What follows belongs to an exercise in optimizing a design on an open flow for small area, a short achievable clock period and few clock cycles per item; a production flow would make more cautious choices.
Function was checked by simulation only, so behaviour that the tests miss may differ from the original.
No activity file was given, so power comes from the tool's default toggle rates.

## hlsm_dp_param
module hlsm_dp_param (
  input  logic        Clk,
  input  logic        Rst,
  input  logic        Start,
  input  logic [31:0] a,
  input  logic [31:0] b,
  input  logic [31:0] c,
  output logic        Busy,
  output logic        Done,
  output logic [31:0] z,
  output logic [31:0] x,
  output logic        Ovf
);
For scale: about 2000 cells after synthesis, ~170 I/O pins, roughly 0.023 mm^2 of cells after synthesis.
Settings: LEC_CHECK=0, CAP_MARGIN=20, CORE_MARGIN=2, CORE_UTILIZATION=55, CTS_BUF_LIST=sky130_fd_sc_hd__clkbuf_4 sky130_fd_sc_hd__clkbuf_8, SLEW_MARGIN=20, SYNTH_HIERARCHICAL=1, SYNTH_MINIMUM_KEEP_SIZE=0; clock period 12.5 ns.
standard.sh (not shown) runs the stock make flow with config.mk's settings and CLKGATE_MAP_FILE= SYNTH_SCRIPT=/design/flow/synth_recipe.tcl, a recipe that flattens the netlist after the stock synthesis.
==> flow/flow/run.sh <==
#!/bin/bash
# Own layout flow: the standard flow (standard.sh) in three parts.
#  1. standard synthesis, unchanged;
#  2. flow/downsize.tcl: every combinational cell that synthesis mapped to a
#     drive strength above 1 is set to strength 1 (same function and pins); the
#     resizer later upsizes what timing needs;
#  3. the rest of the standard flow, with a tighter internal repair target for
#     setup (SETUP_SLACK_MARGIN; the SDC is unchanged) and buf_2 port buffers.
# Each tool's output goes to a log file of its own here (and ORFS's per-step
# logs under orfs/logs).
set -euo pipefail
MARGIN=${MARGIN:-7.5}
bash standard.sh synth > make_synth.log 2>&1
openroad -no_init -exit flow/downsize.tcl > downsize.log 2>&1
bash standard.sh SETUP_SLACK_MARGIN=$MARGIN \
  "BUFFER_PORTS_ARGS=-buffer_cell sky130_fd_sc_hd__buf_2" finish > make_finish.log 2>&1
==> flow/flow/downsize.tcl <==
# Set combinational cells of drive strength > 1 to strength 1 in 1_synth.odb.
set odb_file orfs/results/sky130hd/hlsm_dp_param/base/1_synth.odb
read_db $odb_file
set db [ord::get_db]
set n 0
foreach inst [[ord::get_db_block] getInsts] {
  set m [$inst getMaster]
  set name [$m getName]
  if {[regexp {^(sky130_fd_sc_hd__)(\w+)_([0-9]+)$} $name -> pre base size]} {
    if {$size <= 1} continue
    if {[regexp {^(df|edf|sdf|dl|clk|buf|inv|conb|tap|fill|decap)} $base]} continue
    set small [$db findMaster ${pre}${base}_1]
    if {$small eq "NULL" || $small eq ""} continue
    # same pin names required
    set p1 [lsort [lmap t [$m getMTerms] {$t getName}]]
    set p2 [lsort [lmap t [$small getMTerms] {$t getName}]]
    if {$p1 ne $p2} continue
    $inst swapMaster $small
    incr n
  }
}
puts "downsized $n cells"
write_db $odb_file
Testbench counts at the start, summed over its fixed seeds: cycles 4,800, items 2,400.
Rerun with:
--- a/flow/design.v
+++ b/flow/design.v
@@ -10,21 +10,20 @@
   output logic [31:0] z,
   output logic [31:0] x,
   output logic        Ovf
 );
   logic        acc;
   assign acc = Start & ~Busy;
   logic [32:0] sd, se;
-  logic        bgtc, gt, pair, ovs;
+  logic        bgtc, gt, pair;
   logic [31:0] csuf;
   logic [16:0] eo, et, en;
   logic [31:0] ar, dr;
   logic [16:0] bo, bt, bn;
   logic        ov1;
-  hdp_or3 u_ovs (pair, sd[32], se[32], ovs);
   assign gt = (sd[32] == se[32]) ? bgtc : se[32];
   always_comb begin
     csuf[31] = c[31];
     for (int k = 30; k >= 0; k--) csuf[k] = csuf[k+1] | c[k];
     pair = 1'b0;
     for (int i = 1; i < 32; i++) pair = pair | (a[i] & csuf[32-i]);
   end
@@ -48,15 +47,15 @@
   logic [31:0] er;
   logic        gtr;
   always_ff @(posedge Clk) begin
     if (acc) begin
       dr  <= sd[31:0];
       er  <= se[31:0];
       gtr <= gt;
-      ov1 <= ovs;
+      ov1 <= sd[32] | se[32] | pair;
     end
   end
   assign z = gtr ? dr : er;
   logic [32:0] pp [17];
   logic [32:0] ts, tc;
   logic [31:0] s3, c3, xp, xg, xpr, xgr;
   logic        c3r31;
@@ -955,17 +954,14 @@
 module hdp_gp (input logic gh, input logic ph, input logic gl, input logic pl, output logic g, output logic p);
   assign g = gh | (ph & gl);
   assign p = ph & pl;
 endmodule
 module hdp_g (input logic gh, input logic ph, input logic gl, output logic g);
   assign g = gh | (ph & gl);
 endmodule
-module hdp_or3 (input logic a, input logic b, input logic c, output logic y);
-  assign y = a | b | c;
-endmodule
 module hdp_aon (input logic k, input logic m, input logic x, output logic y);
   assign y = k | (m & ~x);
 endmodule
 module hdp_x2 (input logic a, input logic b, output logic y);
   assign y = a ^ b;
 endmodule
 module hdp_mj (input logic a, input logic b, input logic c, output logic y);
=>
- The new run finished with timing, DRC and antenna clean
- final area climbs by 3.2%
- hold slack is better by 6.1 ps
- first-iteration DRC count stays flat
- die area stays flat
- cell count grows by 0.64%
- worst setup slack got worse by 46 ps
- via count climbs by 1.2%
- clock power came out higher by 9.3%
- sequential share of layout area went down by 0.66 points
- maximum frequency falls by 0.91%
- area after synthesis hardly moves
- wire length went up by 3.1%
- register-to-register slack improves by 40 ps
- clock skew went down by 46 ps
Testbench counts after the change, summed over its fixed seeds: cycles 4,800, items 2,400.

RTL: one of the versions met above, not the one the previous note started from.
Size in the first run: about 2000 cells after synthesis, about 170 I/O pins, ~23000 um^2 of cells after synthesis.
Settings: LEC_CHECK=0, CAP_MARGIN=20, CORE_MARGIN=2, CORE_UTILIZATION=70, CTS_BUF_LIST=sky130_fd_sc_hd__clkbuf_4 sky130_fd_sc_hd__clkbuf_8, SLEW_MARGIN=20, SYNTH_HIERARCHICAL=1, SYNTH_MINIMUM_KEEP_SIZE=0; clock period 12.5 ns.
Scripts as last shown in full above: flow/flow/run.sh, flow/flow/downsize.tcl
Testbench counts at the start, summed over its fixed seeds: cycles 4,800, items 2,400.
==> next run, changes <==
--- a/flow/design.v
+++ b/flow/design.v
@@ -7,26 +7,27 @@
   input  logic [31:0] c,
   output logic        Busy,
   output logic        Done,
   output logic [31:0] z,
   output logic [31:0] x,
   output logic        Ovf
 );
   logic        acc;
   assign acc = Start & ~Busy;
   logic [32:0] sd, se;
-  logic        bgtc, gt, pair;
+  logic        bgtc, gt, pair, ovs;
   logic [31:0] csuf;
   logic [16:0] eo, et, en;
   logic [31:0] ar, dr;
   logic [16:0] bo, bt, bn;
   logic        ov1;
+  hdp_or3 u_ovs (pair, sd[32], se[32], ovs);
   assign gt = (sd[32] == se[32]) ? bgtc : se[32];
   always_comb begin
     csuf[31] = c[31];
     for (int k = 30; k >= 0; k--) csuf[k] = csuf[k+1] | c[k];
     pair = 1'b0;
     for (int i = 1; i < 32; i++) pair = pair | (a[i] & csuf[32-i]);
   end
   always_comb begin
     for (int r = 0; r < 17; r++) begin
       logic m1, m0, mm;
@@ -44,21 +45,21 @@
     bt <= et;
     bn <= en;
   end
   logic [31:0] er;
   logic        gtr;
   always_ff @(posedge Clk) begin
     if (acc) begin
       dr  <= sd[31:0];
       er  <= se[31:0];
       gtr <= gt;
-      ov1 <= sd[32] | se[32] | pair;
+      ov1 <= ovs;
     end
   end
   assign z = gtr ? dr : er;
   logic [32:0] pp [17];
   logic [32:0] ts, tc;
   logic [31:0] s3, c3, xp, xg, xpr, xgr;
   logic        c3r31;
   logic [7:0] bg, bp, bgr, bpr;
   logic        t32r, cfr, p32r;
   for (genvar r = 0; r < 17; r++) begin : g_row
@@ -951,20 +952,23 @@
   assign s  = a ^ b;
   assign co = a & b;
 endmodule
 module hdp_gp (input logic gh, input logic ph, input logic gl, input logic pl, output logic g, output logic p);
   assign g = gh | (ph & gl);
   assign p = ph & pl;
 endmodule
 module hdp_g (input logic gh, input logic ph, input logic gl, output logic g);
   assign g = gh | (ph & gl);
 endmodule
+module hdp_or3 (input logic a, input logic b, input logic c, output logic y);
+  assign y = a | b | c;
+endmodule
 module hdp_aon (input logic k, input logic m, input logic x, output logic y);
   assign y = k | (m & ~x);
 endmodule
 module hdp_x2 (input logic a, input logic b, output logic y);
   assign y = a ^ b;
 endmodule
 module hdp_mj (input logic a, input logic b, input logic c, output logic y);
   assign y = (a & b) | (a & c) | (b & c);
 endmodule
 module hdp_bs (input logic one, input logic two, input logic neg, input logic a1, input logic a0, output logic p);
=> The changed run completed with no timing, DRC or antenna violations; power is lower by about 0.55%; clock power is higher by about 2%; wire length is lower by about 3.6%; worst setup slack gains 0.064 ns; global-route usage went down by 0.54 points.
Testbench counts after the change, summed over its fixed seeds: cycles 4,800, items 2,400.

-- what the ideal ports hide --
The results above use ideal ports. As a check the final layouts listed here were re-extracted and re-timed, cells and wires unchanged.
Step 1 assumes that a clkbuf_16 drives the clock port and a buf_2 every other input.
Step 2 adds t to the input delays and takes it off the output delays; t is the mean of the earliest and latest rising clock arrival at the registers after step 1. Input paths then give back, and output paths get back, about the clock's delay inside the block.
a / b / c = no drivers / after step 1 / after step 2; a / b = the first two.
| run | shift t [ns] | setup WS [ns] | worst setup path after step 2 | worst register clock-pin slew, ns | cell pins on the clock port's net |
|---|---|---|---|---|---|
| the first run of note 1 | 0.676 | 7.485 / 7.428 / 7.085 | input to register | 0.07 / 0.07 | 1 |
| the second run of note 1 | 0.679 | 7.440 / 7.413 / 6.789 | input to register | 0.07 / 0.07 | 1 |
| the first run of note 2 | 0.637 | 7.447 / 7.395 / 6.952 | input to register | 0.08 / 0.08 | 1 |
| the second run of note 2 | 0.621 | 7.511 / 7.462 / 7.171 | input to register | 0.07 / 0.07 | 1 |
After both steps every run listed still meets setup and hold. For the second run of note 1, which loses most, drivers alone change the setup slack by -0.027 ns; drivers and shift together by -0.651 ns.
